This is an optimization exercise on Yosys and OpenROAD, whose aim is small area, a short achievable clock period and few clock cycles per item, not a production implementation.
RTL that was checked went through simulation tests only; none was proved equivalent to the original.
Power is estimated from default activity; no workload was simulated.

Design lc4_top, start of the top module:
module lc4_top (
    input  logic        clk,
    input  logic        rst_n,
    output logic [15:0] o_pc,
    input  logic [15:0] i_insn_a,
    input  logic [15:0] i_insn_b,
    output logic [15:0] o_dmem_addr,
    output logic        o_dmem_we,
    output logic [15:0] o_dmem_wdata,
    input  logic [15:0] i_dmem_rdata,
    output logic        o_ret_a_valid,
    output logic [15:0] o_ret_a_pc,
    output logic [15:0] o_ret_a_insn,
    output logic        o_ret_a_rf_we,
    output logic [2:0]  o_ret_a_wsel,
    output logic [15:0] o_ret_a_wdata,
    output logic        o_ret_a_dmem_we,
    output logic [15:0] o_ret_a_dmem_addr,
    output logic [15:0] o_ret_a_dmem_data,
    output logic        o_ret_b_valid,
    output logic [15:0] o_ret_b_pc,
    output logic [15:0] o_ret_b_insn,
    output logic        o_ret_b_rf_we,
    output logic [2:0]  o_ret_b_wsel,
    output logic [15:0] o_ret_b_wdata,
  ...
clock: 8.0 ns
lec_check: 0
cap_margin: 0
core_margin: 2
core_utilization: 40
cts_cluster_diameter: 100
cts_cluster_size: 25
setup_slack_margin: 5
slew_margin: 0
standard.sh (not shown) runs the stock make flow with config.mk's settings and CLKGATE_MAP_FILE= SYNTH_SCRIPT=/design/flow/synth_recipe.tcl, a recipe that flattens the netlist after the stock synthesis.
==> flow/flow/run.sh <==
#!/bin/bash
# The standard layout (the standard.sh), except that the port buffers
# use the smallest plain buffer cell and the constant outputs share one tie
# cell.
export BUFFER_PORTS_ARGS="-buffer_cell sky130_fd_sc_hd__buf_1"
export SKIP_REPAIR_TIE_FANOUT=1
bash standard.sh > standard.log 2>&1
The first run finished clean.
Then changed:
==> flow/flow/run.sh (replaced) <==
#!/bin/bash
# The standard layout (the standard.sh), except that the port buffers
# use the smallest plain buffer cell, the constant outputs share one tie
# cell, and timing repair aims for a setup slack margin of 5.2 ns (the
# design is still constrained and measured at the design's clock period).
export BUFFER_PORTS_ARGS="-buffer_cell sky130_fd_sc_hd__buf_1"
export SKIP_REPAIR_TIE_FANOUT=1
export SETUP_SLACK_MARGIN=5.2
bash standard.sh > standard.log 2>&1
--- a/flow/config.mk
+++ b/flow/config.mk
@@ -12,3 +12,2 @@
 export CTS_CLUSTER_SIZE = 25
-export SETUP_SLACK_MARGIN = 5
 export SLEW_MARGIN = 0
The new run completed with no timing, DRC or antenna violations.
Sequential power stays flat.
Worst setup slack is better by 0.18 ns.
Die area does not change.
Clock power barely changes.
Non-clock buffer count went up by 74.
Cell area goes up by 6.3%.
Synthesized cell count is unchanged.
Sequential cell count does not change.
Register-to-register slack improved by 0.18 ns.
No functional check of the RTL was part of any run of this note.

Setup of job 3944:
lc4_top, a different RTL version from the one above (not shown whole).
For scale: about 330 flip-flops, roughly 15000 um^2 of cells after synthesis.
Settings: LEC_CHECK=0, CAP_MARGIN=0, CORE_MARGIN=2, CORE_UTILIZATION=40, CTS_CLUSTER_DIAMETER=100, CTS_CLUSTER_SIZE=25, SLEW_MARGIN=0; clock period 8.0 ns.
==> flow/flow/run.sh <==
#!/bin/bash
# The standard layout (the standard.sh), except that the port buffers
# use the smallest plain buffer cell, the constant outputs share one tie
# cell, and timing repair aims for a setup slack margin of 5.8 ns (the
# design is still constrained and measured at the design's clock period).
export BUFFER_PORTS_ARGS="-buffer_cell sky130_fd_sc_hd__buf_1"
export SKIP_REPAIR_TIE_FANOUT=1
export SETUP_SLACK_MARGIN=5.8
bash standard.sh > standard.log 2>&1
Testbench counts of job 3944, summed over its fixed seeds: cycles 10,235, insns 9,600.
Modified inputs, job 9967 compared to job 3944
Settings: SETUP_SLACK_MARGIN: unset -> 5; SLEW_MARGIN: 0 -> 20; CAP_MARGIN: 0 -> 20.
==> flow/flow/run.sh <==
#!/bin/bash
# The standard layout (the standard.sh), except that the port buffers
# use the smallest plain buffer cell and the constant outputs share one tie
# cell.
export BUFFER_PORTS_ARGS="-buffer_cell sky130_fd_sc_hd__buf_1"
export SKIP_REPAIR_TIE_FANOUT=1
bash standard.sh > standard.log 2>&1
[summary]
- Job 3944: PASS, flow complete, no timing, DRC or antenna violations
- Job 9967 completed; timing, DRC and antenna clean
- Job 9967 vs. job 3944: multi-input gate share of total cell area went up by 1.2 points.
- Job 9967 vs job 3944 — total chip power dropped by a little under 10%
- | fraction of power spent switching nets | job 9967 vs job 3944 | 0.44 points higher |
- Changes observed in job 9967 relative to job 3944: final clock period utilization by the worst path grew by 0.51 points, met3 usage in global routing went up by 0.32 points.
- The final area reported for job 9967 is smaller than that of job 3944 by 17%.
- [diff] post-detailed-routing wire length, job 9967 relative to job 3944: improvement
- The setup skew after layout reported for job 9967 is greater than that of job 3944 by 0.019 ns.
- On ratio of routed vias to standard cells, job 9967 and job 3944 are neck and neck.
- Comparing job 9967 and job 3944, the higher combinational share of power was measured on job 3944.
diff inputs: job 9967 => job 3419
Settings: PLACE_DENSITY now 0.7, previously not set; CORE_UTILIZATION now 60, was 40.
On job 3419: multi-input combinational area share is 0.66 points higher than what job 9967 gave.
Job 3419 vs. job 9967: DRC marker count from the first detailed-route iteration went up; via count of the first global-routing pass shows a reduction of 511; maximum achievable frequency lower; internal reg-to-reg setup slack picked up an extra 0.04 ns; design area lower.
In the flow results for job 3419 and job 9967, the ratio of final minimum period to clock period is larger on job 3419.
In the flow results for job 3419 and job 9967, the placement row count is smaller on job 3419.
Comparing the two runs side by side, job 3419 comes out behind job 9967 on slack of the critical path.
Job 3419 gives less share of post-route cells with drive strength above 1 than job 9967 did.

v39:
Starting RTL as in the previous note.
export LEC_CHECK = 0
export CAP_MARGIN = 0
export CORE_MARGIN = 2
export CORE_UTILIZATION = 40
export CTS_CLUSTER_DIAMETER = 100
export CTS_CLUSTER_SIZE = 25
export GPL_ROUTABILITY_DRIVEN = 0
export SETUP_SLACK_MARGIN = 5
export SLEW_MARGIN = 0
create_clock -name core_clock -period 8.0 [get_ports {clk}]
==> flow/flow/run.sh <==
#!/bin/bash
# The standard layout (the standard.sh), except that the port buffers
# use the smallest plain buffer cell and the constant outputs share one tie
# cell.
export BUFFER_PORTS_ARGS="-buffer_cell sky130_fd_sc_hd__buf_1"
export SKIP_REPAIR_TIE_FANOUT=1
bash standard.sh > standard.log 2>&1
v39 was carried through to the last stage, and its layout satisfied the timing, design-rule and antenna checks.
Testbench counts of v39, summed over its fixed seeds: cycles 10,235, insns 9,600.
### v39 -> v25
- GPL_ROUTABILITY_DRIVEN removed (was 0)
==> flow/flow/run.sh <==
#!/bin/bash
# The standard layout (the standard.sh), except that the port buffers
# use the smallest plain buffer cell, the constant outputs share one tie
# cell, and timing repair only resizes, swaps pins, clones and removes
# buffers (no rebuffering moves).
export BUFFER_PORTS_ARGS="-buffer_cell sky130_fd_sc_hd__buf_1"
export SKIP_REPAIR_TIE_FANOUT=1
export SETUP_MOVE_SEQUENCE="unbuffer,sizeup,swap,clone"
bash standard.sh > standard.log 2>&1
==> comparison <==
Between v39 and v25, the difference in setup clock skew after layout is negligible. v25 vs. v39: fraction of the cycle the final worst path needs grew by 4.7 points; clock group share of total power has increased. Compare v39 and v25 | sum of routed wire segments on met1 lower: v25. Global-route track usage on met2 ends up higher on v39. Total power | v25 below v39. Looking only at number of vias per cell, and setting everything else aside, the higher value of v39 and v25 goes to v25.
Setup changes, v25 to v44
- putting PLACE_DENSITY at 0.8 where nothing was set
==> flow/flow/run.sh <==
#!/bin/bash
# The standard layout (the standard.sh), except that the port buffers
# use the smallest plain buffer cell and the constant outputs share one tie
# cell.
export BUFFER_PORTS_ARGS="-buffer_cell sky130_fd_sc_hd__buf_1"
export SKIP_REPAIR_TIE_FANOUT=1
bash standard.sh > standard.log 2>&1
==> comparison <==
Delta (v44 minus v25): sequential share of layout area went down; clock-buffer cell count went up; routed length on met3 went up; routed wire length went up; final net count went up. Going from v25 to v44, sequential power share shrinks by 0.6 points. Global-route usage (higher): v25. v44 ends up with a net switching power of the design that is 0.88% higher than in v25. v25 → v44: pre-CTS setup slack shrank by 0.16 ns; clock share of power shrank by 0.2 points.
Modified inputs, v34 compared to v44
- a deleted PLACE_DENSITY that had been 0.8
Results
- Any difference in worst hold slack between v44 and v34 is small enough to ignore.
- In terms of number of max-slew violations in the final report, v44 and v34 differ only marginally.
- STATUS reported leakage power: v34 loses against v44
- v44 ended up with fewer cell instances than v34 did.
- Looking at overall routed net length across v34 and v44, the one that comes out higher is v34.
- Diff v34 and v44: maximum frequency higher in v34
- Of the two values seen for critical path launch point, i_insn_a[1] was produced by v44 and xw_b by v34.
- In terms of met3 usage in global routing, v44 and v34 differ only marginally.
- Antenna cell count in v34 is 1 lower than in v44
- Layout overhead on the synthesized area up 0.82 points in v34 wrt v44
- Diff v44 -> v34 | sequential share of layout area | decrease of 0.42 points
- Worst-case reg-to-reg path depth (higher): v34

Another version of the RTL of lc4_top (not shown whole).
Size: roughly 1300 cells after synthesis.
clock: 8.0 ns
lec_check: 0
cap_margin: 0
core_margin: 2
core_utilization: 40
cts_cluster_diameter: 100
cts_cluster_size: 25
slew_margin: 0
==> flow/flow/run.sh <==
#!/bin/bash
# The standard layout (the standard.sh), except that the port buffers
# use the smallest plain buffer cell, the constant outputs share one tie
# cell, and timing repair aims for a setup slack margin of 5.1 ns (the
# design is still constrained and measured at the design's clock period).
export BUFFER_PORTS_ARGS="-buffer_cell sky130_fd_sc_hd__buf_1"
export SKIP_REPAIR_TIE_FANOUT=1
export SETUP_SLACK_MARGIN=5.1
bash standard.sh > standard.log 2>&1
The first run completed with no timing, DRC or antenna violations.
Testbench counts at the start, summed over its fixed seeds: cycles 10,235, insns 9,600.
Edit:
==> flow/flow/run.sh (replaced) <==
#!/bin/bash
# The standard layout (the standard.sh), except that the port buffers
# use the smallest plain buffer cell and the constant outputs share one tie
# cell.
export BUFFER_PORTS_ARGS="-buffer_cell sky130_fd_sc_hd__buf_1"
export SKIP_REPAIR_TIE_FANOUT=1
bash standard.sh > standard.log 2>&1
CTS_CLUSTER_DIAMETER = 150   (was 100)
SETUP_SLACK_MARGIN = 5   (was not set)
Outcome: The new run finished with timing, DRC and antenna clean. Global-route usage falls by 0.24 points. Utilization falls by 0.53 points. Total power falls by 0.78%. Non-clock buffer count falls by 14. Routed wire length is about the same. Register-to-register slack is better by 40 ps. Die area stays the same. Via count falls by 0.87%. Worst setup slack is worse by 3.9 ps. Cell count falls by 0.92%. Flip-flop and latch count stays the same.
Edit:
CORE_UTILIZATION = 45   (was 40)
CTS_CLUSTER_DIAMETER = 100   (was 150)
The changed run passed the timing, design-rule and antenna checks; count of clock-buffer cells in the layout does not change; die area drops by 11%; worst hold slack hardly moves; routed wire length decreases by 4.2%; critical path depth grows by 6; design area barely changes; worst setup slack is better by 27 ps; synthesized cell count does not change; total power is about the same; non-clock buffer count came out higher by 2.
Edit:
CORE_UTILIZATION = 40   (was 45)
CTS_CLUSTER_SIZE = 30   (was 25)
=> First-iteration DRC count increases by 14%. Final area is about the same. Global-route usage decreases by 1.5 points. Maximum frequency decreases by 1.4%.
Edit:
CTS_CLUSTER_SIZE = 25   (was 30)
=>
- worst setup slack improves by 15 ps
- combinational power drops by about 1%
- register-to-register slack improves by 20 ps
- cell area stays flat
- wire length falls by 0.41%
- hold slack got worse by 5.0 ps
- sequential power is about the same
- via count shrinks by 0.52%
Edit:
CTS_BUF_LIST = sky130_fd_sc_hd__clkbuf_8 sky130_fd_sc_hd__clkbuf_16   (was not set)
Power barely changes.
Area after synthesis stays the same.
Combinational power barely changes.

==> separate check: timing with driven ports <==
The flow's constraints put no driver on any port. The routed layouts listed below were extracted and timed again, unchanged, in two steps. Step 1, drivers: a clkbuf_16 drives clk and a buf_2 each remaining input, both assumed. Step 2, shift: input delay + t, output delay - t, t = (earliest + latest rising clock arrival at the registers) / 2. This alone moves slack from input paths to output paths. a / b / c = ideal / step 1 / step 2; a / b = the first two.
run	t (ns)	slack for setup (ns)	worst setup path at the end
the first run of note 1	0.587	5.034 / 4.979 / 4.542	input to register
the second run of note 1	0.581	5.216 / 5.160 / 4.748	input to register
job 3944	0.559	5.042 / 5.042 / 4.801	input to register
job 9967	0.573	5.001 / 4.964 / 4.564	input to register
job 3419	0.551	4.941 / 4.964 / 4.413	input to register
v39	0.575	5.021 / 4.991 / 4.554	input to register
v25	0.573	4.648 / 4.648 / 4.525	input to register
v44	0.573	4.983 / 4.985 / 4.446	input to register
v34	0.575	5.021 / 4.991 / 4.554	input to register
the first run of note 4	0.575	4.986 / 4.986 / 4.678	input to register
the second run of note 4	0.568	4.982 / 5.004 / 4.436	input to register
the third run of note 4	0.575	5.009 / 5.009 / 4.475	input to register
the fourth run of note 4	0.561	4.966 / 4.966 / 4.480	input to register
the fifth run of note 4	0.578	4.981 / 4.981 / 4.465	input to register
the sixth run of note 4	0.580	4.975 / 4.975 / 4.454	input to register
After both steps setup and hold are still met in every run listed. For the second run of note 4, which loses most, drivers alone change the setup slack by +0.022 ns; drivers and shift together by -0.546 ns.
